Context: an optimization exercise on an open-source flow, tuned for small area. The choices shown serve that exercise and are no tape-out recipe.
The RTL was checked by simulation tests, not by an equivalence proof against the original design.
Power figures rest on the tool's default switching activity, not on a simulated workload.

--- run.sh ---
#!/bin/bash
# synth_recipe.tcl (not shown) runs the flow's synth.tcl, then flattens the netlist and writes it again
# the make line also repeats each setting of config.mk as NAME=value (left out here)
make -C /OpenROAD-flow-scripts/flow DESIGN_CONFIG=/design/flow/config.mk WORK_HOME=/design/flow/orfs CLKGATE_MAP_FILE= SYNTH_SCRIPT=/design/flow/synth_recipe.tcl finish
--- config.mk ---
export PLATFORM = sky130hd
export DESIGN_NAME = debug_uart_top
export DESIGN_NICKNAME = debug_uart_top
export VERILOG_FILES = /design/flow/design.v
export SDC_FILE = /design/flow/constraint.sdc
export NUM_CORES = 4
export LEC_CHECK = 0
export CAP_MARGIN = 20
export CORE_MARGIN = 2
export CORE_UTILIZATION = 60
export CTS_BUF_LIST = sky130_fd_sc_hd__clkbuf_16
export CTS_CLUSTER_DIAMETER = 150
export CTS_CLUSTER_SIZE = 25
export SLEW_MARGIN = 20
export SYNTH_HIERARCHICAL = 1
--- constraint.sdc ---
create_clock -name core_clock -period 10.0 [get_ports {clk}]
set_input_delay 2.0000 -clock core_clock [delete_from_list [all_inputs] [get_ports {clk}]]
set_output_delay 2.0000 -clock core_clock [all_outputs]
set_load 0.01 [all_outputs]
--- design.v ---
`default_nettype none
package uart_pkg;
	localparam int uart_data_bits = 8;
	localparam int uart_stop_bits = 1;
endpackage
`default_nettype wire
`default_nettype none
package dbg_cmd_pkg;
	localparam logic [7:0] cmd_halt_cpu          = 8'h00;
	localparam logic [7:0] cmd_resume_cpu        = 8'h01;
	localparam logic [7:0] cmd_write_byte        = 8'h02;
	localparam logic [7:0] cmd_read_byte         = 8'h03;
	localparam logic [7:0] cmd_reset_cpu         = 8'h04;
	localparam logic [7:0] cmd_ping              = 8'h05;
	localparam logic [7:0] cmd_hold_cpu_reset    = 8'h06;
	localparam logic [7:0] cmd_release_cpu_reset = 8'h07;
	localparam logic [7:0] ack_byte = 8'h00;
	localparam int reset_pulse_bits = 9;
	localparam int addr_width = 16;
endpackage
`default_nettype wire
`default_nettype none
module ram_bit (
	input wire clk,
	input wire wl,
	input wire wln,
	input wire d,
	output logic q
);
	always_ff @(posedge clk)
		q <= (wln | d) & (wl | q);
endmodule
module ram_aoi222 (
	input wire a1,
	input wire a2,
	input wire b1,
	input wire b2,
	input wire c1,
	input wire c2,
	output wire y
);
	assign y = ~((a1 & a2) | (b1 & b2) | (c1 & c2));
endmodule
module ram_nand4 (
	input wire a,
	input wire b,
	input wire c,
	input wire d,
	output wire y
);
	assign y = ~(a & b & c & d);
endmodule
module ram_nor4 (
	input wire a,
	input wire b,
	input wire c,
	input wire d,
	output wire y
);
	assign y = ~(a | b | c | d);
endmodule
module ram_word (
	input wire clk,
	input wire rown,
	input wire rwn,
	input wire rw,
	input wire col,
	input wire coln,
	input wire [7:0] wdata,
	output wire sel,
	output wire [7:0] q
);
	wire wl;
	wire wln;
	assign sel = ~(rown | coln);
	assign wl = ~(rwn | coln);
	assign wln = ~(rw & col);
	genvar b;
	generate
		for (b = 0; b < 8; b = b + 1) begin : g_bit
			ram_bit u_bit (
				.clk(clk),
				.wl(wl),
				.wln(wln),
				.d(wdata[b]),
				.q(q[b])
			);
		end
	endgenerate
endmodule
module target_ram (
	input wire clk,
	input wire we,
	input wire re,
	input wire [7:0] addr,
	input wire [7:0] wdata,
	output logic [7:0] rdata
);
	logic [15:0] row;
	logic [15:0] col;
	wire [255:0] sel;
	wire [7:0] q [0:255];
	assign row = 16'b1 << addr[7:4];
	assign col = 16'b1 << addr[3:0];
	genvar gi, gb, gk;
	generate
		for (gi = 0; gi < 256; gi = gi + 1) begin : g_word
			ram_word u_word (
				.clk(clk),
				.rown(~row[gi / 16]),
				.rwn(~(row[gi / 16] & we)),
				.rw(row[gi / 16] & we),
				.col(col[gi % 16]),
				.coln(~col[gi % 16]),
				.wdata(wdata),
				.sel(sel[gi]),
				.q(q[gi])
			);
		end
		for (gb = 0; gb < 8; gb = gb + 1) begin : g_rd
			wire [85:0] y;
			wire [21:0] t1;
			wire [5:0] t2;
			for (gk = 0; gk < 85; gk = gk + 1) begin : g_aoi
				ram_aoi222 u_aoi (
					.a1(sel[3 * gk]), .a2(q[3 * gk][gb]),
					.b1(sel[3 * gk + 1]), .b2(q[3 * gk + 1][gb]),
					.c1(sel[3 * gk + 2]), .c2(q[3 * gk + 2][gb]),
					.y(y[gk])
				);
			end
			assign y[85] = ~(sel[255] & q[255][gb]);
			for (gk = 0; gk < 21; gk = gk + 1) begin : g_n4
				ram_nand4 u_n4 (.a(y[4 * gk]), .b(y[4 * gk + 1]), .c(y[4 * gk + 2]), .d(y[4 * gk + 3]), .y(t1[gk]));
			end
			assign t1[21] = ~(y[84] & y[85]);
			for (gk = 0; gk < 5; gk = gk + 1) begin : g_r4
				ram_nor4 u_r4 (.a(t1[4 * gk]), .b(t1[4 * gk + 1]), .c(t1[4 * gk + 2]), .d(t1[4 * gk + 3]), .y(t2[gk]));
			end
			assign t2[5] = ~(t1[20] | t1[21]);
			always_ff @(posedge clk) begin
				if (re)
					rdata[gb] <= ~&t2;
			end
		end
	endgenerate
endmodule
`default_nettype wire
`default_nettype none
module debug_uart_top #(
	parameter int clks_per_bit = 8
) (
	input wire clk,
	input wire rst,
	input wire uart_rx,
	output wire uart_tx,
	input wire [dbg_cmd_pkg::addr_width-1:0] cpu_addr,
	input wire [7:0] cpu_wdata,
	input wire cpu_we,
	input wire cpu_re,
	output wire [7:0] cpu_rdata,
	output wire cpu_halt,
	output wire cpu_rst,
	input wire cpu_is_halted,
	output wire bus_grant
);
	localparam int cnt_w = $clog2(clks_per_bit);
	localparam logic [cnt_w-1:0] bit_last = cnt_w'(clks_per_bit - 1);
	localparam logic [cnt_w-1:0] half_last = cnt_w'(clks_per_bit / 2 - 1);
	localparam logic [1:0] rx_idle  = 2'd0;
	localparam logic [1:0] rx_start = 2'd1;
	localparam logic [1:0] rx_data_st = 2'd2;
	logic [1:0] rx_sync;
	logic rx_s;
	logic [1:0] rx_state;
	logic [cnt_w-1:0] rx_cnt;
	logic [2:0] rx_idx;
	logic [7:0] rx_data;
	logic rx_valid;
	assign rx_s = rx_sync[1];
	always_ff @(posedge clk or negedge rst) begin
		if (!rst) begin
			rx_sync <= 2'b11;
			rx_state <= rx_idle;
			rx_cnt <= '0;
			rx_idx <= '0;
			rx_valid <= 1'b0;
		end else begin
			rx_sync <= {rx_sync[0], uart_rx};
			rx_valid <= 1'b0;
			case (rx_state)
				rx_idle: begin
					if (!rx_s) begin
						rx_state <= rx_start;
						rx_cnt <= '0;
					end
				end
				rx_start: begin
					if (rx_cnt == half_last) begin
						rx_cnt <= '0;
						if (!rx_s) begin
							rx_state <= rx_data_st;
							rx_idx <= '0;
						end else begin
							rx_state <= rx_idle;
						end
					end else begin
						rx_cnt <= rx_cnt + 1'b1;
					end
				end
				rx_data_st: begin
					if (rx_cnt == bit_last) begin
						rx_cnt <= '0;
						rx_idx <= rx_idx + 1'b1;
						if (rx_idx == 3'd7) begin
							rx_state <= 2'd3;
							rx_valid <= 1'b1;
						end
					end else begin
						rx_cnt <= rx_cnt + 1'b1;
					end
				end
				default: begin
					if (rx_cnt == bit_last) begin
						if (rx_s)
							rx_state <= rx_idle;
					end else begin
						rx_cnt <= rx_cnt + 1'b1;
					end
				end
			endcase
		end
	end
	always_ff @(posedge clk) begin
		if (rx_state == rx_data_st && rx_cnt == bit_last)
			rx_data <= {rx_s, rx_data[7:1]};
	end
	localparam logic [3:0] st_idle       = 4'd0;
	localparam logic [3:0] st_rd_hi      = 4'd1;
	localparam logic [3:0] st_rd_lo      = 4'd2;
	localparam logic [3:0] st_rd_wait    = 4'd3;
	localparam logic [3:0] st_rd_reply   = 4'd4;
	localparam logic [3:0] st_wr_hi      = 4'd5;
	localparam logic [3:0] st_wr_lo      = 4'd6;
	localparam logic [3:0] st_wr_data    = 4'd7;
	localparam logic [3:0] st_reset_hold = 4'd8;
	localparam logic [3:0] st_send_ack   = 4'd9;
	logic [3:0] state;
	logic [dbg_cmd_pkg::reset_pulse_bits-1:0] cnt;
	logic we_q;
	logic re_q;
	logic tx_start;
	logic halt_q;
	logic crst_q;
	logic [7:0] dbg_addr;
	logic tx_ready;
	logic tx_load;
	assign cpu_halt = halt_q;
	assign cpu_rst = crst_q;
	assign bus_grant = (halt_q && cpu_is_halted) || !crst_q;
	always_ff @(posedge clk or negedge rst) begin
		if (!rst) begin
			state <= st_idle;
			cnt <= '0;
			we_q <= 1'b0;
			re_q <= 1'b0;
			tx_start <= 1'b0;
			halt_q <= 1'b0;
			crst_q <= 1'b1;
		end else begin
			tx_start <= 1'b0;
			we_q <= 1'b0;
			re_q <= 1'b0;
			case (state)
				st_idle: begin
					cnt <= '0;
					if (rx_valid) begin
						case (rx_data)
							dbg_cmd_pkg::cmd_halt_cpu: begin
								halt_q <= 1'b1;
								state <= st_send_ack;
							end
							dbg_cmd_pkg::cmd_resume_cpu: begin
								halt_q <= 1'b0;
								state <= st_send_ack;
							end
							dbg_cmd_pkg::cmd_write_byte: state <= st_wr_hi;
							dbg_cmd_pkg::cmd_read_byte: state <= st_rd_hi;
							dbg_cmd_pkg::cmd_reset_cpu: begin
								crst_q <= 1'b0;
								state <= st_reset_hold;
							end
							dbg_cmd_pkg::cmd_ping: state <= st_send_ack;
							dbg_cmd_pkg::cmd_hold_cpu_reset: begin
								crst_q <= 1'b0;
								state <= st_send_ack;
							end
							dbg_cmd_pkg::cmd_release_cpu_reset: begin
								crst_q <= 1'b1;
								state <= st_send_ack;
							end
							default: begin
								halt_q <= 1'b0;
								crst_q <= 1'b1;
							end
						endcase
					end
				end
				st_rd_hi: if (rx_valid) state <= st_rd_lo;
				st_rd_lo: begin
					if (rx_valid) begin
						re_q <= 1'b1;
						state <= st_rd_wait;
					end
				end
				st_rd_wait: state <= st_rd_reply;
				st_rd_reply: begin
					if (tx_ready) begin
						tx_start <= 1'b1;
						state <= st_idle;
					end
				end
				st_wr_hi: if (rx_valid) state <= st_wr_lo;
				st_wr_lo: if (rx_valid) state <= st_wr_data;
				st_wr_data: begin
					if (rx_valid) begin
						we_q <= 1'b1;
						state <= st_send_ack;
					end
				end
				st_reset_hold: begin
					if (cnt[dbg_cmd_pkg::reset_pulse_bits-1]) begin
						crst_q <= 1'b1;
						state <= st_send_ack;
					end else begin
						cnt <= cnt + 1'b1;
					end
				end
				st_send_ack: begin
					if (tx_ready) begin
						tx_start <= 1'b1;
						state <= st_idle;
					end
				end
				default: begin
					state <= st_idle;
					cnt <= '0;
					halt_q <= 1'b0;
					crst_q <= 1'b1;
				end
			endcase
		end
	end
	always_ff @(posedge clk) begin
		if (rx_valid && (state == st_rd_lo || state == st_wr_lo))
			dbg_addr <= rx_data;
	end
	wire [7:0] ram_addr;
	wire [7:0] ram_wdata;
	wire ram_we;
	wire ram_re;
	wire [7:0] ram_rdata;
	assign ram_addr = bus_grant ? dbg_addr : cpu_addr[7:0];
	assign ram_wdata = bus_grant ? rx_data : cpu_wdata;
	assign ram_we = bus_grant ? we_q : cpu_we;
	assign ram_re = bus_grant ? re_q : cpu_re;
	assign cpu_rdata = ram_rdata;
	target_ram target_ram_inst (
		.clk(clk),
		.we(ram_we),
		.re(ram_re),
		.addr(ram_addr),
		.wdata(ram_wdata),
		.rdata(ram_rdata)
	);
	localparam logic [1:0] tx_idle  = 2'd0;
	localparam logic [1:0] tx_st_start = 2'd1;
	localparam logic [1:0] tx_st_data  = 2'd2;
	logic [1:0] tx_state;
	logic [cnt_w-1:0] tx_cnt;
	logic [2:0] tx_idx;
	logic [7:0] tx_shreg;
	logic tx_out;
	assign uart_tx = tx_out;
	assign tx_ready = (tx_state == tx_idle);
	assign tx_load = (state == st_rd_reply || state == st_send_ack) && tx_ready;
	always_ff @(posedge clk or negedge rst) begin
		if (!rst) begin
			tx_state <= tx_idle;
			tx_cnt <= '0;
			tx_idx <= '0;
			tx_out <= 1'b1;
		end else begin
			if (tx_state == tx_idle) begin
				if (tx_start) begin
					tx_state <= tx_st_start;
					tx_cnt <= '0;
					tx_out <= 1'b0;
				end
			end else if (tx_cnt != bit_last) begin
				tx_cnt <= tx_cnt + 1'b1;
			end else begin
				tx_cnt <= '0;
				case (tx_state)
					tx_st_start: begin
						tx_state <= tx_st_data;
						tx_idx <= '0;
						tx_out <= tx_shreg[0];
					end
					tx_st_data: begin
						tx_idx <= tx_idx + 1'b1;
						if (tx_idx == 3'd7) begin
							tx_state <= 2'd3;
							tx_out <= 1'b1;
						end else begin
							tx_out <= tx_shreg[1];
						end
					end
					default: tx_state <= tx_idle;
				endcase
			end
		end
	end
	always_ff @(posedge clk) begin
		if (tx_load)
			tx_shreg <= (state == st_rd_reply) ? ram_rdata : dbg_cmd_pkg::ack_byte;
		else if (tx_state == tx_st_data && tx_cnt == bit_last)
			tx_shreg <= {1'b0, tx_shreg[7:1]};
	end
endmodule
`default_nettype wire
==> notes.md, run 1 <==
The final-report max-slew violation count is 0. The y dimension of the die is about 360 um. The number of global-route vias before repair came out at between 50000 and 60000. The power per unit of standard cell area came out at 166 nW/um2. The critical path is of the primary input to register type. The first-pass GRT wire length came out at 367 mm. STA classifies the critical path endpoint as a register. The flow ran to the end and the layout has no timing, DRC or antenna violations.

Setup repair after global routing left no endpoint under its margin. The final setup violation count came out at 0. The critical path arrival is about 8 ns. The share of the synthesized area in compound gates (AO/OA/AOI/OAI) is 34.0%. The cell chosen for the clock root is sky130_fd_sc_hd__clkbuf_16.

The maximum vdd drop came out at roughly 0.18 mV. The detailed-placement wirelength estimate came out at roughly 160 mm. Dividing the final minimum period by the clock period gives 72.7%. The unique cell type count in the Yosys netlist is between 60 and 70. For this run, the post-layout net count is about 6400.

After floorplanning, the core was sized to cover 123000 um2. The number of hold buffers added after CTS is 0. The first element of the critical path is cpu_is_halted. The class of the most critical hold timing path is register to register.

The synthesized-area fraction occupied by xor and xnor cells came out at 0.0823%. The largest net degree at the start of global routing is roughly 170. The per-cell via count in the routed design came out at 7.74. The number of sinks on the clock net came out at 2118. The required time at the endpoint of the critical path is about 11 ns.

The clock-pin slew of the registers on the worst-case setup and hold paths is about 0.1 ns. The cell row count came out at roughly 130. For this run, the total global-route usage over all layers was measured as a little under two fifths. The effective utilization at floorplan came out at between 60% and 70%.

The post-cts sizing count came out at 0. The slew of the pin with the lowest slew margin is roughly 1.3 ns. The combined area of the multi-input logic cells is between 30000 and 40000 um2.

The proportion of synthesized area in mux cells came out at less than 1%. The count of synthesis-stage warnings from yosys came out at 9. Derived from the worst setup path, the maximum achievable clock frequency is 138 MHz. Counting flops with a built-in enable in the synthesized netlist gives 32. In the final routed layout, each cell accounts on average for slightly above 30 um. The total area of sequential cells is 42900 um2.

The synthesized netlist devotes ~7.3% of its cell area to simple gates. The leakage power of the design came out at roughly 28 nW. The worst clock skew came out at between 0.02 and 0.03 ns. In this run, CTS created clock tree buffers numbering between 90 and 100.

The start of the worst register-to-register path is crst_q. The post-synthesis sequential area ratio is between 50 and 60%. The number of levels the H-tree was split into came out at 3. The CTS tree is built.

The ratio of cells with drive above 1 in the final layout came out at under 10%. At the end of routability-driven placement, the weighted congestion stood at 0.968. The number of nets produced by synthesis is between 6000 and 7000. The maximum clock path buffer count is 3. The die covers 127000 um2. In this run the most critical hold path is launched from rx_sync[0]. The average cell area after synthesis is around 12 um2.

Headroom to the max-slew limit came out at 15.7%. The total overflow reported by the global router came out at 0. The post-synthesis register bit count is 2118.

The buffer count from post-CTS setup fixing is 0. By area, the combinational part of the netlist is dominated by compound AO/OA/AOI/OAI gates. In the routed design, unresolved DRC markers number 0. The number of buffer cells added on primary ports is 33. Counting the fill cells in the layout gives about 9900.

The sum of negative setup slack is 0 ns. The max-cap check violation count came out at 0. The number of hold violations in the final report is 0. The share of the core filled with cells in the final layout came out at 65.0%. The number of instances in the synthesized netlist came out at ~6200. STA classifies the critical path startpoint as a primary input. The synthesized cell area came out at between 70000 and 80000 um2. The dominant register cell in the synthesized netlist is sky130_fd_sc_hd__dfxtp_1. The die extent in x came out at 356 um.

Counting flops with an async set or reset pin after synthesis yields a share of 1.79%. The layout overhead on the synthesized area came out at 7.79%. The time the final worst path needs with I/O delays and setup is a little over 7 ns.

The maximum fanout along the worst path is 14. The routed layout has 62200 vias. In the layout the commonest cells are sky130_fd_sc_hd__o22a_1, sky130_fd_sc_hd__dfxtp_1, sky130_fd_sc_hd__a222oi_1, sky130_fd_sc_hd__nor2_1, sky130_fd_sc_hd__nand2_1. The number of antenna-violating nets in the routed design is 0. The area share of fa/ha/maj cells after synthesis is 0.252%.

The iteration count of the initial detailed-routing pass came out at 14. The number of DRC markers in iteration 0 is 11600. 42 I/O pins were placed.

Summed over all layers, the routed wires come to 249 mm. The clock latency on the worst-skew pair came out at between 0.7 and 0.8 ns. The initial antenna violation count is 8.
-- report_power, final --
| group | internal (mW) | switching [mW] |
|---|---|---|
| Clock | 1.75 | 2.60 |
| Sequential | 8.47 | 0.0298 |
| Combinational | 0.0731 | 0.416 |
| Total | 10.3 | 3.05 |
-- sequential cells by signal, summed over array words and instances, names as in the netlist, 2 cells and up --
register	flops
rx_cnt	3
tx_cnt	3
rx_sync	2
tx_shreg	8
rx_idx	3
tx_state	2
target_ram_inst.rdata	8
rx_state	2
tx_idx	3
cnt	9
target_ram_inst.g_word.u_word.g_bit.u_bit.q	2048
dbg_addr	8
rx_data	8
state	4
-- path summary, 6_finish.rpt --
| path | endpoint | slack [ns] | depth (start not counted) |
|---|---|---|---|
| setup / recovery | target_ram_inst.rdata[6] | 2.73 | 14 |
| hold / removal | rx_sync[1] | 0.36 | 0 |
| setup reg to reg | target_ram_inst.rdata[6] | 3.82 | 13 |
| hold reg to reg | rx_sync[1] | 0.36 | 0 |
| max in group asynchronous | cnt[2] | 8.09 | 1 |
| min in group asynchronous | halt_q | 1.36 | 1 |
-- Yosys stat by module, one instance, submodules excluded --
module / area (um2) / flops+latches / times used
ram_bit: 28.8 / 1 / 2048
ram_word: 11.3 / 0 / 256
debug_uart_top: 3260 / 62 / 1
ram_nor4: 12.5 / 0 / 40
ram_nand4: 6.26 / 0 / 168
ram_aoi222: 10.0 / 0 / 680
target_ram: 1010 / 8 / 1
-- critical path: stages --
cell                              delay, ns
sky130_fd_sc_hd__clkdlybuf4s50_1       0.41
sky130_fd_sc_hd__a21boi_2              0.57
sky130_fd_sc_hd__buf_4                 0.35
sky130_fd_sc_hd__mux2_2                0.52
sky130_fd_sc_hd__nor2b_1               0.26
sky130_fd_sc_hd__nand2_2               0.55
sky130_fd_sc_hd__buf_4                 0.42
sky130_fd_sc_hd__buf_4                 0.29
sky130_fd_sc_hd__nor2_1                0.17
sky130_fd_sc_hd__a222oi_1              0.49
sky130_fd_sc_hd__nand4_1               0.39
sky130_fd_sc_hd__nor4_2                0.64
sky130_fd_sc_hd__nand4b_1              0.31
sky130_fd_sc_hd__a211o_1               0.37
-- layout make-up --
type / count / area share, %
diodes: 6 / 0.0187
clock buffers: 97 / 3.02
clock inverters: 14 / 0.0967
inverters: 16 / 0.0748
multi-input cells: 4032 / 39.4
flip-flops and latches: 2118 / 53.5
well taps: 1637 / 2.55
repair buffers: 113 / 1.36
-- layer usage --
| layer | vias up | track usage, % | share of wire [%] |
|---|---|---|---|
| met1 | 30900 | 52.8 | 41 |
| met5 | - | 0 | 0.0092 |
| li1 | 26800 | - | - |
| met4 | 4 | 16.5 | 4.9 |
| met3 | 674 | 8.94 | 11 |
| met2 | 3800 | 54.8 | 42 |
-- per-stage QoR --
stage                     instances  instance area (um2)  hold slack, ns  setup slack, ns  power, mW
after floorplan                6194                74500           0.345             2.25       8.93
after global placement         7916                77700           0.350             2.31       9.16
after detailed placement       7916                77700           0.352             2.26       9.17
after CTS                      8027                80200           0.363             3.07       13.4
after global routing           8027                80200           0.369             2.69       13.7
final                          8033                80300           0.362             2.73       13.3
-- cell usage after synthesis (4+ instances only) --
master                     instances  area share, %
sky130_fd_sc_hd__a211o_1           9           0.11
sky130_fd_sc_hd__a211oi_1          4          0.040
sky130_fd_sc_hd__a21oi_1          12          0.081
sky130_fd_sc_hd__a222oi_1        680            9.1
sky130_fd_sc_hd__a22o_1           12           0.14
sky130_fd_sc_hd__and2_1            4          0.034
sky130_fd_sc_hd__and2b_1           4          0.040
sky130_fd_sc_hd__buf_2            13          0.087
sky130_fd_sc_hd__clkbuf_1         10          0.050
sky130_fd_sc_hd__dfrtp_1          34            1.1
sky130_fd_sc_hd__dfstp_2           4           0.14
sky130_fd_sc_hd__dfxtp_1        2048             55
sky130_fd_sc_hd__edfxtp_1         32            1.3
sky130_fd_sc_hd__ha_1             15           0.25
sky130_fd_sc_hd__inv_1            16          0.081
sky130_fd_sc_hd__mux2_2           22           0.33
sky130_fd_sc_hd__mux2i_1           4          0.054
sky130_fd_sc_hd__nand2_1         312            1.6
sky130_fd_sc_hd__nand2b_1          9          0.076
sky130_fd_sc_hd__nand3_1          24           0.16
sky130_fd_sc_hd__nand4_1         170            1.4
sky130_fd_sc_hd__nand4b_1         10           0.12
sky130_fd_sc_hd__nor2_1          559            2.8
sky130_fd_sc_hd__nor2b_1           6          0.050
sky130_fd_sc_hd__nor3_1           12          0.081
sky130_fd_sc_hd__nor4_2           40           0.67
sky130_fd_sc_hd__o21ai_0          18           0.12
sky130_fd_sc_hd__o22a_1         2048             24
sky130_fd_sc_hd__xnor2_1           5          0.059
-- kinds of logic (layout without fill, tap and decap cells) --
group / Yosys count / after routing
buffers and inverters: 44 / 240
AOI/OAI and AO/OA: 2809 / 2809
muxes: 26 / 26
adders and majority gates: 15 / 15
other: 0 / 6
xor gates and xnor gates: 7 / 7
DFF: 2118 / 2118
and+or+nand+nor: 1175 / 1175
==> inputs of run 2 (changes only) <==
--- a/config.mk
+++ b/config.mk
@@ -12,3 +12,3 @@
 export CTS_CLUSTER_DIAMETER = 150
-export CTS_CLUSTER_SIZE = 25
+export CTS_CLUSTER_SIZE = 30
 export SLEW_MARGIN = 20
==> run 2 against run 1 <==
Against the previous run:
- still clean
- sequential cell count stayed put
- worst hold slack better by 0.0018 ns
- register-to-register slack gained 0.02 ns
- utilization is 0.26 points lower
- non-clock buffer count stayed put
- critical endpoint is now target_ram_inst.rdata[4]
==> notes.md, run 2 <==
The met1 routing resource usage after global routing came out at 52.9%. The number of sinks on the clock net came out at ~2100. The routing usage on met3 is 8.73%.

The number of global-route vias before repair came out at 56900. met2 is the most crowded layer. The final setup violation count is 0. The required time at the endpoint of the critical path is 10.49 ns.

sky130_fd_sc_hd__dfxtp_1 takes more of the synthesized area than any other cell. The overall routed net length came out at 249 mm. The number of buffer cells added on primary ports is 33. The critical path startpoint category is a primary input. The total track usage is between 30% and 40%. The unique cell type count in the Yosys netlist is 69.

The library cells used most frequently in the layout, excluding fill and tap cells, are sky130_fd_sc_hd__o22a_1, sky130_fd_sc_hd__dfxtp_1, sky130_fd_sc_hd__a222oi_1, sky130_fd_sc_hd__nor2_1, sky130_fd_sc_hd__nand2_1. The layout net count is approximately 6400. The number of DRC violations after detailed routing is 0.

The maximum clock path buffer count came out at 3. The buffer count from post-CTS setup fixing is 0. The number of top-level pins came out at between 40 and 50. The worst max-slew margin expressed relative to the limit came out at between 10 and 15%. On the critical path the largest part of the delay comes from simple AND/OR/NAND/NOR gates. The maximum vdd drop came out at roughly 0.17 mV. For this run, asynchronously set or reset flops after synthesis account for 1.79%. The worst clock skew came out at roughly 0.032 ns. The final-report max-slew violation count is 0.

The time the final worst path needs with I/O delays and setup came out at between 7 and 8 ns. The post-synthesis register bit count came out at around 2100. After clock tree synthesis, the repair step resized 0 gates. In this run the power density over the cells is ~160 nW/um2. TritonCTS created 80 clock buffers.

The routed via count came out at between 60000 and 70000. The sum of negative setup slack is 0 ns. The detail route stage leaves a number of antenna-violating nets equal to 0. The routing usage on met2 is about 55%. The largest stage delay on the critical path is roughly 0.85 ns. The maximum fanout along the worst path came out at 16. The number of levels the H-tree was split into came out at 3. The number of flip-flops under the largest register name is approximately 2000. The synthesized cell area is around 74000 um2.

The slew of the pin with the lowest slew margin came out at roughly 1.3 ns. The total overflow reported by the global router is 0. The worst hold path begins at rx_sync[0].

The cell with the largest stage delay on the worst path is sky130_fd_sc_hd__nor4_2. The first-pass GRT wire length came out at roughly 370 mm. For this run, the top clock speed supported by timing is 137 MHz. The cell row count came out at ~130.

The area of the die is roughly 130000 um2. The layout overhead on the synthesized area came out at 7.35%. For the worst setup path, the data arrival time is 7.78 ns.

The ratio of final minimum period to clock period is about 73%. The clock latency on the worst-skew pair is ~0.73 ns. The top cell type by area accounts for approximately 55% of the synthesized area. Sorting the synthesized cells by area gives the leading types as sky130_fd_sc_hd__dfxtp_1, sky130_fd_sc_hd__o22a_1, sky130_fd_sc_hd__a222oi_1.

The first detailed-routing pass took 14 iterations. The number of DRC markers in iteration 0 came out at between 10000 and 15000. The floorplan step set the die width to 356 um. Yosys printed 9 warnings.

The max-cap check violation count is 0. The critical path is of the primary input to register type. In this run the clock root is driven by a sky130_fd_sc_hd__clkbuf_16. The largest registers in the layout are target_ram_inst.g_word.u_word.g_bit.u_bit.q x2048, cnt x9. The analysis attributes to cell leakage a power of about 28 nW. The number of enable-type register cells in the synthesized netlist is 32. The average cell area after synthesis is around 12 um2. In this run the critical register-to-register path is launched from crst_q. The number of buffers and inverters on the critical path is 2. The dominant register cell in the synthesized netlist is sky130_fd_sc_hd__dfxtp_1. The clock-pin slew of the registers on the worst-case setup and hold paths is approximately 0.12 ns.

The critical path starts at cpu_is_halted. The core region is around 120000 um2. The flow ran to the end and the layout has no timing, DRC or antenna violations. The number of instances in the synthesized netlist came out at roughly 6200.

The post-detailed-route wirelength per cell came out at between 30 and 40 um. The ratio of cells with drive above 1 in the final layout came out at about 4.4%. Synthesis produced a netlist with a net count of 6239.

TritonCTS built the clock tree. The number of hold violations in the final report is 0. The initial antenna violation count was 10. The number of hold buffers added after CTS came out at 0. The tightest min-delay check is of the register to register type.

The signal on the critical path passes through clkdlybuf4s50_1, a21boi_2, buf_4, mux2_2, and2_1, nand2_1, nor2_1, a222oi_1, nand4_1, nor4_2, nand3_1, a211o_1. Once the floorplan was initialized, standard cells occupied approximately 60% of the core. The endpoint type of the worst setup path is a register. The y dimension of the die came out at about 360 um. Counting flops per register, the top entry is target_ram_inst.g_word.u_word.g_bit.u_bit.q. Using the TritonRoute via totals, the vias-per-cell ratio works out to around 7.7. The congestion estimate from routability-driven global placement came to 0.968. Once detailed placement completed, the half-perimeter wirelength came to about 160 mm. The commonest cells after synthesis are sky130_fd_sc_hd__dfxtp_1, sky130_fd_sc_hd__o22a_1, sky130_fd_sc_hd__a222oi_1, sky130_fd_sc_hd__nor2_1, sky130_fd_sc_hd__nand2_1.

The post-synthesis sequential area ratio is roughly 58%. Entering global routing, the biggest net connects around 170 pins. Setup repair after global routing left no endpoint under its margin.

Power comes to between 10 and 15 mW.
[run 2: changes by cell type in the layout (fill, tap and decap cells not counted), sizes merged]
| cell | before | now |
|---|---|---|
| diode | 6 | 3 |
| inv | 29 | 25 |
| clkinv | 1 | 2 |
| clkbuf | 97 | 85 |
[run 2: cells by family (layout without fill, tap and decap cells)]
family / Yosys count / count (layout) / share of synthesized area, %
AOI/OAI and AO/OA: 2809 / 2809 / 34.0
xor gates and xnor gates: 7 / 7 / 0.0823
adders and majority gates: 15 / 15 / 0.252
buffers and inverters: 44 / 225 / 0.284
DFF: 2118 / 2118 / 57.6
muxes: 26 / 26 / 0.387
other: 0 / 3 / 0
and+or+nand+nor: 1175 / 1175 / 7.33
[run 2: worst paths after layout]
check	slack, ns	to	cells after the start
setup reg to reg	3.84	target_ram_inst.rdata[4]	11
max in group asynchronous	8.05	tx_cnt[1]	1
hold / removal	0.36	rx_sync[1]	0
hold reg to reg	0.36	rx_sync[1]	0
min in group asynchronous	1.39	rx_cnt[2]	1
setup / recovery	2.71	target_ram_inst.rdata[4]	12
[run 2: stage by stage]
| stage | std cells | area (um2) | hold WS [ns] | setup slack, ns | utilization [%] |
|---|---|---|---|---|---|
| 3_5_place_dp | 7916 | 77700 | 0.352 | 2.26 | 63.0 |
| 2_1_floorplan | 6194 | 74500 | 0.345 | 2.25 | - |
| 6_report | 8015 | 79900 | 0.363 | 2.71 | 64.7 |
| 5_1_grt | 8012 | 79900 | 0.371 | 2.67 | 64.7 |
| 4_1_cts | 8012 | 79900 | 0.365 | 3.06 | 64.7 |
| 3_3_place_gp | 7916 | 77700 | 0.350 | 2.31 | 63.0 |
[run 2: power breakdown]
group          total (mW)  switching [mW]  internal [mW]
registers            8.51          0.0297           8.48
clock network        4.10            2.56           1.55
logic               0.488           0.415         0.0731
total                13.1            3.00           10.1
[run 2: layer usage]
| layer | wire length (um) | share of wire, % | vias up |
|---|---|---|---|
| met5 | 37 | 0.015 | - |
| met4 | 11400 | 4.6 | 6 |
| met3 | 29200 | 12 | 626 |
| met2 | 106000 | 43 | 3782 |
| met1 | 102000 | 41 | 30900 |
| li1 | - | - | 26800 |
[run 2: cell type report]
class,instances,area (um2)
tap,1637,2050
multi-input combinational,4032,31600
antenna,3,7.51
fill,9903,43500
sequential,2118,42900
timing repair buffer,113,1090
clock buffer,85,2130
clock inverter,11,63.8
inverter,16,60.1
[run 2: per-module statistics from Yosys (local to each module, per instance)]
module          flops+latches  cell area (um2)
target_ram                  8             1010
debug_uart_top             62             3260
ram_aoi222                  0             10.0
ram_bit                     1             28.8
ram_nor4                    0             12.5
ram_word                    0             11.3
ram_nand4                   0             6.26
==> inputs of run 3 (changes only) <==
--- a/design.v
+++ b/design.v
@@ -121,4 +121,3 @@
 			wire [85:0] y;
-			wire [21:0] t1;
-			wire [5:0] t2;
+			wire [0:0] t2;
 			for (gk = 0; gk < 85; gk = gk + 1) begin : g_aoi
@@ -132,13 +131,6 @@
 			assign y[85] = ~(sel[255] & q[255][gb]);
-			for (gk = 0; gk < 21; gk = gk + 1) begin : g_n4
-				ram_nand4 u_n4 (.a(y[4 * gk]), .b(y[4 * gk + 1]), .c(y[4 * gk + 2]), .d(y[4 * gk + 3]), .y(t1[gk]));
-			end
-			assign t1[21] = ~(y[84] & y[85]);
-			for (gk = 0; gk < 5; gk = gk + 1) begin : g_r4
-				ram_nor4 u_r4 (.a(t1[4 * gk]), .b(t1[4 * gk + 1]), .c(t1[4 * gk + 2]), .d(t1[4 * gk + 3]), .y(t2[gk]));
-			end
-			assign t2[5] = ~(t1[20] | t1[21]);
+			assign t2[0] = &y;
 			always_ff @(posedge clk) begin
 				if (re)
-					rdata[gb] <= ~&t2;
+					rdata[gb] <= ~t2[0];
 			end
@@ -180,2 +172,4 @@
 	assign rx_s = rx_sync[1];
+	wire rx_bit_end = (rx_cnt == bit_last);
+	wire rx_half = (rx_cnt == half_last);
 	always_ff @(posedge clk or negedge rst) begin
@@ -184,4 +178,2 @@
 			rx_state <= rx_idle;
-			rx_cnt <= '0;
-			rx_idx <= '0;
 			rx_valid <= 1'b0;
@@ -191,41 +183,11 @@
 			case (rx_state)
-				rx_idle: begin
-					if (!rx_s) begin
-						rx_state <= rx_start;
-						rx_cnt <= '0;
-					end
-				end
-				rx_start: begin
-					if (rx_cnt == half_last) begin
-						rx_cnt <= '0;
-						if (!rx_s) begin
-							rx_state <= rx_data_st;
-							rx_idx <= '0;
-						end else begin
-							rx_state <= rx_idle;
-						end
-					end else begin
-						rx_cnt <= rx_cnt + 1'b1;
-					end
-				end
+				rx_idle: if (!rx_s) rx_state <= rx_start;
+				rx_start: if (rx_half) rx_state <= rx_s ? rx_idle : rx_data_st;
 				rx_data_st: begin
-					if (rx_cnt == bit_last) begin
-						rx_cnt <= '0;
-						rx_idx <= rx_idx + 1'b1;
-						if (rx_idx == 3'd7) begin
-							rx_state <= 2'd3;
-							rx_valid <= 1'b1;
-						end
-					end else begin
-						rx_cnt <= rx_cnt + 1'b1;
-					end
-				end
-				default: begin
-					if (rx_cnt == bit_last) begin
-						if (rx_s)
-							rx_state <= rx_idle;
-					end else begin
-						rx_cnt <= rx_cnt + 1'b1;
+					if (rx_bit_end && rx_idx == 3'd7) begin
+						rx_state <= 2'd3;
+						rx_valid <= 1'b1;
 					end
 				end
+				default: if (rx_bit_end && rx_s) rx_state <= rx_idle;
 			endcase
@@ -234,2 +196,17 @@
 	always_ff @(posedge clk) begin
+		case (rx_state)
+			rx_idle: rx_cnt <= '0;
+			rx_start: begin
+				rx_cnt <= rx_half ? '0 : rx_cnt + 1'b1;
+				rx_idx <= '0;
+			end
+			rx_data_st: begin
+				rx_cnt <= rx_cnt + 1'b1;
+				if (rx_bit_end)
+					rx_idx <= rx_idx + 1'b1;
+			end
+			default: if (!rx_bit_end) rx_cnt <= rx_cnt + 1'b1;
+		endcase
+	end
+	always_ff @(posedge clk) begin
 		if (rx_state == rx_data_st && rx_cnt == bit_last)
@@ -263,3 +240,2 @@
 			state <= st_idle;
-			cnt <= '0;
 			we_q <= 1'b0;
@@ -275,3 +251,2 @@
 				st_idle: begin
-					cnt <= '0;
 					if (rx_valid) begin
@@ -334,4 +309,2 @@
 						state <= st_send_ack;
-					end else begin
-						cnt <= cnt + 1'b1;
 					end
@@ -346,3 +319,2 @@
 					state <= st_idle;
-					cnt <= '0;
 					halt_q <= 1'b0;
@@ -354,2 +326,8 @@
 	always_ff @(posedge clk) begin
+		if (state == st_idle)
+			cnt <= '0;
+		else if (state == st_reset_hold && !cnt[dbg_cmd_pkg::reset_pulse_bits-1])
+			cnt <= cnt + 1'b1;
+	end
+	always_ff @(posedge clk) begin
 		if (rx_valid && (state == st_rd_lo || state == st_wr_lo))
@@ -386,2 +364,3 @@
 	assign tx_load = (state == st_rd_reply || state == st_send_ack) && tx_ready;
+	wire tx_bit_end = (tx_cnt == bit_last);
 	always_ff @(posedge clk or negedge rst) begin
@@ -389,24 +368,19 @@
 			tx_state <= tx_idle;
-			tx_cnt <= '0;
-			tx_idx <= '0;
 			tx_out <= 1'b1;
 		end else begin
-			if (tx_state == tx_idle) begin
-				if (tx_start) begin
-					tx_state <= tx_st_start;
-					tx_cnt <= '0;
-					tx_out <= 1'b0;
-				end
-			end else if (tx_cnt != bit_last) begin
-				tx_cnt <= tx_cnt + 1'b1;
-			end else begin
-				tx_cnt <= '0;
-				case (tx_state)
-					tx_st_start: begin
+			case (tx_state)
+				tx_idle: begin
+					if (tx_start) begin
+						tx_state <= tx_st_start;
+						tx_out <= 1'b0;
+					end
+				end
+				tx_st_start: begin
+					if (tx_bit_end) begin
 						tx_state <= tx_st_data;
-						tx_idx <= '0;
 						tx_out <= tx_shreg[0];
 					end
-					tx_st_data: begin
-						tx_idx <= tx_idx + 1'b1;
+				end
+				tx_st_data: begin
+					if (tx_bit_end) begin
 						if (tx_idx == 3'd7) begin
@@ -418,7 +392,17 @@
 					end
-					default: tx_state <= tx_idle;
-				endcase
-			end
+				end
+				default: if (tx_bit_end) tx_state <= tx_idle;
+			endcase
 		end
 	end
+	always_ff @(posedge clk) begin
+		if (tx_state == tx_idle)
+			tx_cnt <= '0;
+		else
+			tx_cnt <= tx_cnt + 1'b1;
+		if (tx_state != tx_st_data)
+			tx_idx <= '0;
+		else if (tx_bit_end)
+			tx_idx <= tx_idx + 1'b1;
+	end
 	always_ff @(posedge clk) begin
--- a/config.mk
+++ b/config.mk
@@ -12,3 +12,3 @@
 export CTS_CLUSTER_DIAMETER = 150
-export CTS_CLUSTER_SIZE = 30
+export CTS_CLUSTER_SIZE = 25
 export SLEW_MARGIN = 20
==> run 3 against run 2 <==
Against the previous run:
- via count fell by 0.99%
- sequential cell count unchanged
- register-to-register slack improved by 0.06 ns
- critical endpoint is now target_ram_inst.rdata[7]
- first-iteration DRC count increased by 4.1%
- total power increased by 37%
- area after synthesis is 0.80% lower
- synthesized cell count is 0.61% lower
- design area is 0.40% lower
- routed wire length shrank 0.53%
- highest routed layer unchanged
- still clean on timing, DRC and antenna
==> notes.md, run 3 <==
The detailed-routing wirelength on met1 is between 100 and 150 mm. The number of buffer cells added on primary ports came out at 33. The effective utilization at floorplan is about three fifths. TritonCTS built the clock tree. On the critical path, the stage with the largest delay is an instance of sky130_fd_sc_hd__a2111oi_1. The largest stage delay on the critical path came out at 1.01 ns. The total track usage came out at 37.5%. Of all nets on the critical path, the largest fanout is 16.

The routed via count came out at 61400. Among all flip-flop cells after synthesis, the most frequent one is sky130_fd_sc_hd__dfxtp_1. The detailed-placement wirelength estimate is 158 mm. The total length of routed met3 wires is about 26 mm. By area the synthesized netlist is led by sky130_fd_sc_hd__dfxtp_1, sky130_fd_sc_hd__o22a_1, sky130_fd_sc_hd__a222oi_1. VDD sags by at most 0.186 mV. The first-pass GRT wire length came out at 364 mm. The cell sitting at the root of the clock tree is a sky130_fd_sc_hd__clkbuf_16. Setup violations remaining at the end of the flow were counted as 0. Leaving out fill and tap cells, the most frequent cell in the layout is sky130_fd_sc_hd__dfxtp_1. By count the netlist is led by sky130_fd_sc_hd__dfxtp_1, sky130_fd_sc_hd__o22a_1, sky130_fd_sc_hd__a222oi_1, sky130_fd_sc_hd__nor2_1, sky130_fd_sc_hd__nand2_1. The die extent in x is ~350 um. The number of buffers and inverters on the critical path is 1. The run finished with no timing, DRC or antenna violations. The max-cap check violation count came out at 0. Pin placement for this block handled 42 I/O pins. Measured against its own limit, the worst slew margin works out to between 10% and 20%. Setup repair after global routing left no endpoint under its margin.

After detailed routing, the number of vias per cell comes to ~7.7. The area of the die is around 130000 um2. The number of global-route vias before repair is about 56000. The number of nets produced by synthesis is 6201. The leakage power of the design is 27.6 nW. The worst hold path begins at rx_sync[0]. The synthesized cell area came out at 73900 um2.

The share of flip-flops with an asynchronous set or reset is 0.803%. The worst clock skew is approximately 0.03 ns. The number of hold buffers added after CTS came out at 0. The number of DRC markers in iteration 0 is about 13000.

The endpoint type of the worst setup path is a register. The routed length on met2 is ~110 mm. The number of hold violations in the final report came out at 0. The path class of the tightest hold or removal check is register to register. The clock latency on the worst-skew pair came out at ~0.75 ns.

The floorplan has ~130 rows. The layout overhead on the synthesized area is 7.79%. The number of DRC violations after detailed routing came out at 0. sky130_fd_sc_hd__dfxtp_1 is the most common cell in the netlist. After synthesis, the netlist uses 52 different library cells. Cells with a size suffix above 1 make up approximately 3.8% of the layout. Among the stages of the critical path, the cell type that occurs most often is sky130_fd_sc_hd__nand4_1. The post-synthesis register bit count is approximately 2100.

The top routing layer in use is met5. The overall routed net length is about 250 mm. The maximum clock frequency is 138 MHz. The kind of critical path is primary input to register. In this design, the largest share of critical-path delay is due to simple AND/OR/NAND/NOR gates. For the pin with the worst max-slew slack, the measured transition is between 1 and 1.5 ns. Dividing the detail-routed wire length by the instance count gives between 30 and 40 um. The y dimension of the die is between 300 and 400 um. The time the final worst path needs with I/O delays and setup came out at about 7.2 ns. The sum of negative setup slack is 0 ns. The iteration count of the initial detailed-routing pass is 12. The maximum clock path buffer count came out at 3.

The area share of the leading cell type in the synthesized netlist is 55.9%. In the final layout, the registers with the most flip-flops are target_ram_inst.g_word.u_word.g_bit.u_bit.q x2048, cnt x9. The ratio of final minimum period to clock period came out at 72.4%. The worst setup path is launched from a primary input. The number of instances in the synthesized netlist is approximately 6200.

The count of nets left with antenna violations once routing finished came out at 0. After clock tree synthesis, the setup repair step added 0 buffers. The post-cts sizing count is 0. Entering global routing, the biggest net connects ~160 pins. The clock-pin slew of the registers on the worst-case setup and hold paths is 0.10 ns.

The total power is about 18 mW. Walking the worst path, the cells encountered are clkdlybuf4s50_1, a21oi_2, mux2_2, nor2b_1, nand2_1, nor2_1, a222oi_1, nand4_1, or4_1, a2111oi_1, nand4_1. The core footprint is about 120000 um2. The number of sinks on the clock net is approximately 2100. The layout net count came out at 6397. Dividing total power by cell area gives a power density of 225 nW/um2. sky130_fd_sc_hd__dfxtp_1 takes more of the synthesized area than any other cell.

The final-report max-slew violation count came out at 0. The top cell types in the final layout, fill and taps aside, are sky130_fd_sc_hd__dfxtp_1, sky130_fd_sc_hd__o22a_1, sky130_fd_sc_hd__a222oi_1, sky130_fd_sc_hd__nor2_1, sky130_fd_sc_hd__nand2_1. The post-synthesis sequential area ratio is slightly below 60%. The count of synthesis-stage warnings from yosys is 9.

The initial antenna violation count came out at 9. In this run the worst setup path begins at cpu_is_halted. For the worst setup path, the data arrival time is a little under 8 ns. The worst hold-check slack came out at ~0.36 ns. CTS built an H-tree with a depth of 3. The average cell area after synthesis is 12.0 um2. target_ram_inst.g_word.u_word.g_bit.u_bit.q holds more flip-flops than any other register. In this run, CTS created clock tree buffers numbering 94. Yosys mapped a number of flops with a built-in enable equal to 38.

The start of the worst register-to-register path is crst_q. The number of flip-flops under the largest register name came out at about 2000. Data on the critical path is required at its endpoint by 10.44 ns.

At the end of routability-driven placement, the weighted congestion stood at just under 1. The total overflow reported by the global router is 0.
[run 3: changes by cell type in the layout (fill, tap and decap cells not counted), moves of 15 or more]
cell / delta
sky130_fd_sc_hd__nor4_1: +23
sky130_fd_sc_hd__nor2_1: -19
sky130_fd_sc_hd__nor4_2: -38
sky130_fd_sc_hd__inv_1: +21
sky130_fd_sc_hd__dfrtp_1: -21
sky130_fd_sc_hd__dfxtp_1: +15
sky130_fd_sc_hd__nor2b_1: +15
sky130_fd_sc_hd__or4_1: +17
[run 3: kinds of logic after synthesis]
family / after synthesis / share of synthesized area (%)
buffers and inverters: 63 / 0.332
muxes: 24 / 0.359
adders and majority gates: 15 / 0.254
AOI/OAI and AO/OA: 2786 / 34.1
and+or+nand+nor: 1145 / 6.87
xor gates and xnor gates: 5 / 0.0593
DFF: 2118 / 58.0
[run 3: area by class of cell]
cell class	instances	area [um2]
Clock buffer	97	2430
Clock inverter	12	70.1
Fill cell	9716	42400
Timing Repair Buffer	117	1090
Sequential cell	2118	42900
Multi-Input combinational cell	3975	30900
Tap cell	1625	2030
Antenna cell	2	5.00
Inverter	46	173
[run 3: report_power, final]
| group | total (mW) | internal [mW] | switching (mW) |
|---|---|---|---|
| clock network | 4.36 | 1.75 | 2.61 |
| logic | 3.11 | 1.05 | 2.06 |
| registers | 10.4 | 9.67 | 0.772 |
| total | 17.9 | 12.5 | 5.44 |
[run 3: worst paths after layout]
check	end	slack [ns]	cells after the start
hold reg to reg	rx_sync[1]	0.36	0
hold / removal	rx_sync[1]	0.36	0
setup reg to reg	target_ram_inst.rdata[7]	3.90	11
min in group asynchronous	halt_q	1.77	1
setup / recovery	target_ram_inst.rdata[7]	2.76	11
max in group asynchronous	tx_state[1]	7.67	1
[run 3: worst reg2reg max path, stage by stage, from the launching register on]
cell                        delay, ns
sky130_fd_sc_hd__dfstp_2         0.56
sky130_fd_sc_hd__inv_1           0.06
sky130_fd_sc_hd__a21oi_2         0.55
sky130_fd_sc_hd__mux2_2          0.51
sky130_fd_sc_hd__nor2b_1         0.25
sky130_fd_sc_hd__nand2_1         0.76
sky130_fd_sc_hd__nor2_1          0.37
sky130_fd_sc_hd__a222oi_1        0.63
sky130_fd_sc_hd__nand4_1         0.36
sky130_fd_sc_hd__or4_1           0.59
sky130_fd_sc_hd__a2111oi_1       1.02
sky130_fd_sc_hd__nand4_1         0.18
[run 3: per-layer routing]
metal,global-route usage (%),vias to the layer above
li1,-,26600
met1,53.2,30500
met2,56.2,3617
met3,6.90,630
met4,16.5,18
met5,0,-
[run 3: Yosys stat by module (local to each module, per instance)]
module	flip-flops and latches	area, um2	times used
debug_uart_top	62	3060	1
ram_aoi222	0	10.0	680
ram_bit	1	28.8	2048
ram_word	0	11.3	256
target_ram	8	2160	1
[run 3: stage by stage]
| stage | cells | utilization, % | setup WS [ns] | instance area (um2) |
|---|---|---|---|---|
| after floorplan | 6156 | - | 2.29 | 73900 |
| after global placement | 7881 | 63.2 | 2.33 | 77100 |
| after detailed placement | 7881 | 63.2 | 2.33 | 77100 |
| after CTS | 7990 | 65.2 | 3.10 | 79600 |
| after global routing | 7990 | 65.2 | 2.74 | 79600 |
| final | 7992 | 65.2 | 2.76 | 79600 |
==> inputs of run 4 (changes only) <==
--- a/design.v
+++ b/design.v
@@ -25,4 +25,4 @@
 	input wire wl,
-	input wire wln,
-	input wire d,
+	input wire wa,
+	input wire xd,
 	output logic q
@@ -30,3 +30,3 @@
 	always_ff @(posedge clk)
-		q <= (wln | d) & (wl | q);
+		q <= (wa | xd) & (wl | q);
 endmodule
@@ -43,19 +43,8 @@
 endmodule
-module ram_nand4 (
+module ram_nand2 (
 	input wire a,
 	input wire b,
-	input wire c,
-	input wire d,
 	output wire y
 );
-	assign y = ~(a & b & c & d);
-endmodule
-module ram_nor4 (
-	input wire a,
-	input wire b,
-	input wire c,
-	input wire d,
-	output wire y
-);
-	assign y = ~(a | b | c | d);
+	assign y = ~(a & b);
 endmodule
@@ -65,6 +54,4 @@
 	input wire rwn,
-	input wire rw,
-	input wire col,
 	input wire coln,
-	input wire [7:0] wdata,
+	input wire [7:0] xd,
 	output wire sel,
@@ -73,6 +60,4 @@
 	wire wl;
-	wire wln;
 	assign sel = ~(rown | coln);
 	assign wl = ~(rwn | coln);
-	assign wln = ~(rw & col);
 	genvar b;
@@ -83,4 +68,4 @@
 				.wl(wl),
-				.wln(wln),
-				.d(wdata[b]),
+				.wa(coln),
+				.xd(xd[b]),
 				.q(q[b])
@@ -101,2 +86,3 @@
 	wire [255:0] sel;
+	wire [7:0] xd [0:15];
 	wire [7:0] q [0:255];
@@ -104,4 +90,11 @@
 	assign col = 16'b1 << addr[3:0];
+	wire [15:0] rw;
+	wire [7:0] wdn;
+	assign rw = row & {16{we}};
+	assign wdn = ~wdata;
 	genvar gi, gb, gk;
 	generate
+		for (gi = 0; gi < 128; gi = gi + 1) begin : g_xd
+			ram_nand2 u_xd (.a(rw[gi / 8]), .b(wdn[gi % 8]), .y(xd[gi / 8][gi % 8]));
+		end
 		for (gi = 0; gi < 256; gi = gi + 1) begin : g_word
@@ -111,6 +104,4 @@
 				.rwn(~(row[gi / 16] & we)),
-				.rw(row[gi / 16] & we),
-				.col(col[gi % 16]),
 				.coln(~col[gi % 16]),
-				.wdata(wdata),
+				.xd(xd[gi / 16]),
 				.sel(sel[gi]),
==> run 4 against run 3 <==
Against the previous run:
- register-to-register slack got worse by 0.23 ns
- setup slack got worse by 0.23 ns
- combinational power fell by 18%
- routed wire length fell by 3.1%
- die area fell by 0.68%
- area after synthesis fell by 0.69%
- global-route usage fell by 0.98 points
- total power fell by 3.5%
- clock power barely moved
- critical path depth did not move
- critical path type unchanged
- largest power group unchanged
==> notes.md, run 4 <==
The top routing layer in use is met5. The number of buffer cells added on primary ports came out at 33. The first global-routing pass estimated about 360 mm of wire. Walking the worst path, the cells encountered are clkdlybuf4s50_1, a21oi_4, mux2_2, and2_1, nand3_1, nor2_1, a222oi_1, nand4_1, or4_1, nor4_1, nand4_1. The core footprint came out at ~120000 um2. The critical path arrival came out at between 7 and 8 ns. By count the netlist is led by sky130_fd_sc_hd__dfxtp_1, sky130_fd_sc_hd__o22a_1, sky130_fd_sc_hd__a222oi_1, sky130_fd_sc_hd__nor2_1, sky130_fd_sc_hd__nand2_1.

The die is 354 um wide. In the routed design, unresolved DRC markers number 0. The sum of negative setup slack is 0 ns. The kind of cell with the highest combined delay along the critical path is simple AND/OR/NAND/NOR gates. Cells fill 65.2% of the core in the end. Counting cells, the worst reg-to-reg path comes to 11. The cell row count came out at roughly 130. The clock reaches the later pin of the worst-skew pair after between 0.7 and 0.8 ns. The detailed-routing wirelength on met1 is just under 100 mm. The worst clock skew is between 0.03 and 0.04 ns. The depth of the critical timing path with buffers and inverters included is 11. The final cell area excluding filler cells came out at 79200 um2.

The clock-pin slew of the registers on the worst-case setup and hold paths is approximately 0.1 ns. For this run, the leading register cell type out of synthesis is sky130_fd_sc_hd__dfxtp_1. The routed length on met2 came out at approximately 110 mm. The final setup violation count came out at 0. STA classifies the critical path startpoint as a primary input.

The worst setup slack after layout came out at roughly 2.5 ns. The largest registers in the layout are target_ram_inst.g_word.u_word.g_bit.u_bit.q x2048, cnt x9. The area share of the leading cell type in the synthesized netlist came out at between 50% and 60%. The number of global-route vias before repair is roughly 56000. The total length of routed met3 wires came out at 23.1 mm. The ratio of final minimum period to clock period came out at about three quarters. TritonCTS built the clock tree. In the layout the commonest cells are sky130_fd_sc_hd__dfxtp_1, sky130_fd_sc_hd__o22a_1, sky130_fd_sc_hd__a222oi_1, sky130_fd_sc_hd__nor2_1, sky130_fd_sc_hd__nand2_1. The capture point of the worst reg-to-reg path is target_ram_inst.rdata[0].

The total power is around 17 mW. The number of flip-flops under the largest register name came out at a little over 2000. The maximum clock frequency came out at roughly 130 MHz. The critical path in this run is classified as primary input to register. In this run the cell area of the synthesized design comes to around 73000 um2. The post-detailed-route wirelength per cell is slightly above 30 um. Dividing total power by cell area gives a power density of ~220 nW/um2.

The number of hold violations in the final report came out at 0. Counting distinct cell types in the post-synthesis netlist gives 52. The number of levels the H-tree was split into came out at 3. A synthesized cell averages ~12 um2.

The worst path in the final design needs a cycle of between 7 and 8 ns, including I/O delays and setup. By area the synthesized netlist is led by sky130_fd_sc_hd__dfxtp_1, sky130_fd_sc_hd__o22a_1, sky130_fd_sc_hd__a222oi_1. The leakage power of the design came out at between 20 and 30 nW. The cell that appears most often on the critical path is sky130_fd_sc_hd__nand4_1. The y dimension of the die came out at 354 um. IR analysis of the VDD net gives a maximum drop of around 0.19 mV. The detailed-placement wirelength estimate is 157 mm. Counting every net in the synthesized netlist gives roughly 6000. Counting flops with a built-in enable in the synthesized netlist gives 38. The largest net degree at the start of global routing came out at 70.

Measured against its own limit, the worst slew margin works out to between 10 and 15%. During synthesis, Yosys emitted a total of 9 warnings. The post-synthesis register bit count is between 2000 and 2500. The number of sinks on the clock net came out at approximately 2100. The critical path starts at cpu_is_halted. Counting both buffers and inverters, the worst setup path holds a total of 1. The library cell used most frequently in the layout, excluding fill and tap cells, is sky130_fd_sc_hd__dfxtp_1.

The area of the die came out at approximately 130000 um2. Across all layers, the routed design uses between 60000 and 70000 vias. The worst setup timing slack at the placement stage is approximately 1.8 ns. The worst-case register-to-register setup slack is about 3.7 ns.

Setup repair after global routing left no endpoint under its margin. The total overflow reported by the global router came out at 0. The min-delay analysis places its worst path in the category register to register. The buffer count from post-CTS setup fixing came out at 0. For this design, the slowest cell found on the critical path is sky130_fd_sc_hd__nor4_1. The final layout contains routed wiring with a total length of around 240 mm. The number of DRC markers in iteration 0 came out at roughly 11000. The area growth from synthesis to layout is 8.01%. The number of top-level pins is 42. The biggest area contributor in the post-synthesis netlist is sky130_fd_sc_hd__dfxtp_1.

The worst hold-check slack came out at about 0.36 ns. The register containing the most flip-flops in the final layout is target_ram_inst.g_word.u_word.g_bit.u_bit.q. The effective utilization at floorplan is between 60% and 70%. The ratio of cells with drive above 1 in the final layout is between 4 and 5%.

The critical path ends at target_ram_inst.rdata[0]. On the worst path, the slowest cell contributes a delay of around 1.1 ns. The post-cts sizing count came out at 0. The total clock buffers created by CTS came out at 94. The share of flip-flops with an asynchronous set or reset is 0.803%. The total track usage is 36.6%. For this run, the detailed router's first-pass iteration total came to 8. The number of instances in the synthesized netlist came out at 6020. After the flow finishes, the layout carries non-filler instances totaling approximately 7900. At the worst endpoint, the required time is around 10 ns.

The layout net count is 6277. The tree is rooted in a sky130_fd_sc_hd__clkbuf_16. The startpoint identified for the worst hold timing path is rx_sync[0].

The maximum fanout along the worst path came out at 20. The endpoint type of the worst setup path is a register. The final-report max-slew violation count is 0.

The number of antenna-violating nets in the routed design is 0. For the pin with the worst max-slew slack, the measured transition is between 1 and 1.5 ns. Including well taps, the total number of placed cells is 7758.

The cell area reported after detailed placement came out at between 70000 and 80000 um2. The maximum clock path buffer count came out at 3. Among all cell types in the netlist, the one instantiated most often is sky130_fd_sc_hd__dfxtp_1.

The share of the Yosys chip area taken by registers is about three fifths. The number of hold buffers added after CTS is 0. The final weighted congestion in routability-driven placement is 0.938. The run finished with no timing, DRC or antenna violations.

The max-cap check violation count is 0. The initial antenna violation count is 8. After detailed routing, the number of vias per cell comes to 7.69. The start of the worst register-to-register path is crst_q.
## run 4: cell count changes after synthesis
cell / previous run / this run
sky130_fd_sc_hd__inv_1: 44 / 37
sky130_fd_sc_hd__nand2_1: 321 / 193
sky130_fd_sc_hd__inv_2: 2 / 1
## run 4: worst min-delay path by stage
stage                       endpoint  cells after the start
after floorplan           rx_sync[1]                      0
after global placement    rx_sync[1]                      0
after detailed placement  rx_sync[1]                      0
after CTS                 rx_sync[1]                      0
after global routing      rx_sync[1]                      0
final                     rx_sync[1]                      0
## run 4: metal layers
| metal | vias up | GRT usage, % |
|---|---|---|
| li1 | 26300 | - |
| met1 | 30500 | 51.0 |
| met2 | 3380 | 55.9 |
| met3 | 483 | 6.41 |
| met4 | 10 | 15.8 |
| met5 | - | 0 |
## run 4: worst reg2reg max path: stages, from the launching register on
cell and delay (ns):
sky130_fd_sc_hd__dfstp_2 0.54, sky130_fd_sc_hd__inv_1 0.07, sky130_fd_sc_hd__a21oi_4 0.51, sky130_fd_sc_hd__mux2_2 0.46
sky130_fd_sc_hd__and2_1 0.50, sky130_fd_sc_hd__nand3_1 0.87, sky130_fd_sc_hd__nor2_1 0.37, sky130_fd_sc_hd__a222oi_1 0.61
sky130_fd_sc_hd__nand4_1 0.20, sky130_fd_sc_hd__or4_1 0.64, sky130_fd_sc_hd__nor4_1 1.10, sky130_fd_sc_hd__nand4_1 0.15
## run 4: Yosys stat by module, one instance, submodules excluded
| module | area, um2 | cells inside |
|---|---|---|
| ram_word | 7.51 | 2 |
| debug_uart_top | 3060 | 272 |
| ram_bit | 28.8 | 2 |
| target_ram | 2130 | 332 |
| ram_nand2 | 3.75 | 1 |
| ram_aoi222 | 10.0 | 1 |
## run 4: where the power goes
part	switching [mW]	internal, mW
sequential	0.687	9.67
clock	2.62	1.75
combinational	1.52	1.04
## run 4: final cells by class
type                       instances  area (um2)
antenna                           10        25.0
clock inverter                    13        73.8
inverter                          38         143
sequential                      2118       42900
clock buffer                      97        2430
tap                             1625        2030
timing repair buffer             133        1190
multi-input combinational       3847       30500
fill                            9472       42300
## run 4: kinds of logic after synthesis
family	share of synthesized area [%]
AO/OA/AOI/OAI	34.3
XOR/XNOR	0.0597
adder cells (fa/ha/maj)	0.256
buffers and inverters	0.293
flip-flops	58.5
multiplexers	0.362
AND/OR/NAND/NOR	6.26
==> inputs of run 5 (changes only) <==
--- a/design.v
+++ b/design.v
@@ -217,2 +217,3 @@
 	logic [dbg_cmd_pkg::reset_pulse_bits-1:0] cnt;
+	wire pulse_done;
 	logic we_q;
@@ -297,3 +298,3 @@
 				st_reset_hold: begin
-					if (cnt[dbg_cmd_pkg::reset_pulse_bits-1]) begin
+					if (pulse_done) begin
 						crst_q <= 1'b1;
@@ -319,5 +320,6 @@
 			cnt <= '0;
-		else if (state == st_reset_hold && !cnt[dbg_cmd_pkg::reset_pulse_bits-1])
-			cnt <= cnt + 1'b1;
+		else
+			cnt <= {cnt[7:0], ~(cnt[8] ^ cnt[4])};
 	end
+	assign pulse_done = (cnt == 9'h19f);
 	always_ff @(posedge clk) begin
==> run 5 against run 4 <==
Against the previous run:
- worst hold slack got worse by 0.0032 ns
- global-route usage increased by 0.16 points
- final cell count down 0.46%
- highest routed layer is now met4
- die area is 0.20% lower
- non-clock buffer count fell by 2
- largest cell class unchanged
- still clean
- area after synthesis down 0.20%
==> notes.md, run 5 <==
The run finished with no timing, DRC or antenna violations. The y dimension of the die came out at 353 um. Counting every net in the synthesized netlist gives between 6000 and 7000. The largest stage delay on the critical path is 0.97 ns. The number of hold violations in the final report came out at 0. The most repeated cell in the gate-level netlist after synthesis is sky130_fd_sc_hd__dfxtp_1.

Setup repair after global routing left no endpoint under its margin. In the synthesized netlist the dominant register cell turns out to be sky130_fd_sc_hd__dfxtp_1. The synthesized cell area is roughly 73000 um2. Summed over all cells, the static leakage comes to about 28 nW. The number of enable-type register cells in the synthesized netlist is 38. The sum of negative setup slack came out at 0 ns. Summing the areas of all xor and xnor instances in the mapped netlist gives 0.0239% of the synthesized area.

The path class of the tightest hold or removal check is register to register. The layout net count came out at roughly 6300. The unique cell type count in the Yosys netlist is 52. The total overflow reported by the global router came out at 0. For the pin with the worst max-slew slack, the measured transition is 1.32 ns. The worst-case register-to-register setup slack is 3.92 ns.

The final-report max-slew violation count came out at 0. The final setup violation count is 0. In the final routed layout, each cell accounts on average for around 31 um. The worst setup path is captured at a register.

The clock latency on the worst-skew pair came out at slightly above 0.7 ns. The dominant combinational cell family by area after synthesis is compound AO/OA/AOI/OAI gates. The initial antenna violation count came to 2. Compared with the post-synthesis result, the final layout area differs by 7.90%. The post-synthesis sequential area ratio is between 50% and 60%. The post-cts sizing count came out at 0. The largest net degree at the start of global routing came out at a little under 90. The kind of critical path is primary input to register. For this run, the top clock speed supported by timing is between 100 and 150 MHz. The die extent in x came out at between 300 and 400 um. The detailed-placement wirelength estimate came out at roughly 160 mm. The average cell area after synthesis is 12.2 um2. The routed via count is roughly 60000.

The cell taking the most area after synthesis is sky130_fd_sc_hd__dfxtp_1. The critical path startpoint category is a primary input. The number of global-route vias before repair is around 56000. In the synthesized netlist the async set-or-reset flop fraction comes to less than 1%. TritonCTS built the clock tree. For this design, the slowest cell found on the critical path is sky130_fd_sc_hd__nor4_1. The number of buffer cells added on primary ports is 33.

The time the final worst path needs with I/O delays and setup came out at 7.21 ns. The number of hold buffers added after CTS came out at 0. The maximum clock path buffer count came out at 3. The maximum vdd drop is 0.171 mV. Multiplexer cells account for less than 1% of the synthesized area.

The number of flip-flops under the largest register name is 2048. The share of the synthesized area in compound gates (AO/OA/AOI/OAI) is 34.3%. The required time at the endpoint of the critical path is about 10 ns. The library cell used most frequently in the layout, excluding fill and tap cells, is sky130_fd_sc_hd__dfxtp_1. The worst max-slew margin expressed relative to the limit is approximately 11%.

Grouping stages by cell kind, the critical path spends the most delay in simple AND/OR/NAND/NOR gates. The per-cell via count in the routed design is 7.68. The first-pass GRT wire length is ~360 mm. The first routing iteration left 10200 violations.

By area the synthesized netlist is led by sky130_fd_sc_hd__dfxtp_1, sky130_fd_sc_hd__o22a_1, sky130_fd_sc_hd__a222oi_1. The area share of the leading cell type in the synthesized netlist is a little under three fifths. The core footprint came out at approximately 120000 um2. The share of the core filled with cells in the final layout came out at 65.1%. The pre-antenna-repair detailed-routing pass consisted of 9 iterations. The critical path arrival came out at 7.59 ns. The H-tree was split into 3 levels. Clock-pin slew was measured on the worst setup and hold paths at 0.10 ns. The effective utilization at floorplan came out at between 60% and 70%. The total power came out at 16.3 mW.

Summed over all layers, the routed wires come to 241 mm. Of the available clock period, the critical path in the final layout requires 72.1%. The buffer count from post-CTS setup fixing is 0. Across the routed clock network, the largest skew measured is between 0.02 and 0.025 ns. The register with the most flip-flops in the final layout is target_ram_inst.g_word.u_word.g_bit.u_bit.q. In this run the worst path has a maximum fanout of 20. In this run, CTS created clock tree buffers numbering between 90 and 100. The power per unit of standard cell area came out at 207 nW/um2. The simple logic cell fraction of the synthesized area is 6.20%.

The critical path goes through clkdlybuf4s50_1, a21boi_2, buf_4, mux2_2, nor2b_1, buf_4, nand2_1, nor2_1, a222oi_1, nand4_1, or4_1, nor4_1, nand4_1. The number of sinks on the clock net came out at between 2000 and 2500. Synthesis inferred 2118 register bits. The number of DRC violations after detailed routing is 0.

The cell row count is 128. The final weighted congestion in routability-driven placement came out at 0.893. The number of instances in the synthesized netlist came out at ~6000. The area share of fa/ha/maj cells after synthesis is less than 1%.

The commonest cells after synthesis are sky130_fd_sc_hd__dfxtp_1, sky130_fd_sc_hd__o22a_1, sky130_fd_sc_hd__a222oi_1, sky130_fd_sc_hd__nor2_1, sky130_fd_sc_hd__nand2_1. The number of antenna-violating nets in the routed design is 0. The ratio of cells with drive above 1 in the final layout came out at roughly 4%. The count of synthesis-stage warnings from yosys came out at 9. The number of buffers and inverters on the critical path came out at 3. The cell chosen for the clock root is sky130_fd_sc_hd__clkbuf_16.

The largest registers in the layout are target_ram_inst.g_word.u_word.g_bit.u_bit.q x2048, cnt x9. Leaving out fill and tap cells, the most frequent cells in the layout are sky130_fd_sc_hd__dfxtp_1, sky130_fd_sc_hd__o22a_1, sky130_fd_sc_hd__a222oi_1, sky130_fd_sc_hd__nor2_1, sky130_fd_sc_hd__nand2_1. The total track usage came out at 36.7%. Max-cap violations in this run came to 0.

The area of the die came out at ~120000 um2. The number of top-level pins came out at between 40 and 50.
run 5: changes by cell type after synthesis, sizes merged, moves of 3 or more:
| cell | change |
|---|---|
| nand3 | -3 |
| o21ai | +5 |
| xor2 | -3 |
| nand2 | -6 |
| o31ai | -3 |
| nor3 | -6 |
| nand2b | +5 |
run 5: metrics by stage:
stage	hold WS, ns	instances	cell area (um2)	setup slack (ns)
final	0.361	7845	79000	2.79
after global routing	0.371	7842	79000	2.89
after CTS	0.362	7842	79000	3.19
after detailed placement	0.348	7737	76500	2.44
after global placement	0.346	7737	76500	2.46
after floorplan	0.345	5996	73200	1.55
run 5: per-module statistics from Yosys (local to each module, per instance):
| module | area, um2 | copies in the design |
|---|---|---|
| debug_uart_top | 2920 | 1 |
| target_ram | 2130 | 1 |
| ram_bit | 28.8 | 2048 |
| ram_aoi222 | 10.0 | 680 |
| ram_word | 7.51 | 256 |
| ram_nand2 | 3.75 | 128 |
run 5: cell type report:
type | count | area, um2
antenna | 3 | 7.51
multi-input combinational | 3827 | 30300
timing repair buffer | 131 | 1190
fill | 9738 | 42400
inverter | 36 | 135
clock buffer | 97 | 2430
tap | 1625 | 2030
sequential | 2118 | 42900
clock inverter | 8 | 35.0
run 5: routing by layer:
metal  track usage, %  vias to the layer above  wire length, um
li1                 -                    26200                -
met1             51.8                    30300           100000
met2             56.1                     3248           106000
met3             5.49                      490            22500
met4             16.2                        0            11700
met5                0                        -                0
run 5: worst paths after layout:
check	endpoint	cells after the start	from
max	target_ram_inst.rdata[6]	13	cpu_is_halted
min	rx_sync[1]	0	rx_sync[0]
max reg2reg	target_ram_inst.rdata[6]	12	crst_q
min reg2reg	rx_sync[1]	0	rx_sync[0]
max in group asynchronous	rx_state[0]	1	rst
min in group asynchronous	we_q	1	rst
run 5: kinds of logic after synthesis:
group,count (synthesis)
adder cells (fa/ha/maj),14
XOR/XNOR,2
AO/OA/AOI/OAI,2780
multiplexers,26
buffers and inverters,51
AND/OR/NAND/NOR,1005
flip-flops,2118
run 5: power by group:
part	switching (mW)	total, mW	internal, mW	leakage (nW)
Combinational	1.32	2.14	0.814	9.08
Sequential	0.508	9.88	9.37	17.2
Clock	2.59	4.33	1.74	1.24
Total	4.42	16.3	11.9	27.6

## re-timing with driven ports
How much do the figures lean on ideal ports? The routed layouts below were timed once more, with nothing changed but the port constraints. Step 1: set_driving_cell puts a clkbuf_16 on clk and a buf_2 on each other input, an assumption about the parent block. Step 2, shift: input delay + t, output delay - t, t = (earliest + latest rising clock arrival at the registers) / 2. This alone moves slack from input paths to output paths. a / b / c = ideal ports / drivers / drivers and shift; a / b = the first two.
run	shift t [ns]	setup slack, ns
run 1	0.824	2.728 / 2.788 / 1.964
run 2	0.801	2.712 / 2.772 / 1.971
run 3	0.807	2.756 / 2.811 / 2.004
run 4	0.804	2.522 / 2.571 / 1.767
run 5	0.789	2.786 / 2.830 / 2.041
After both steps setup and hold are still met in every run listed.
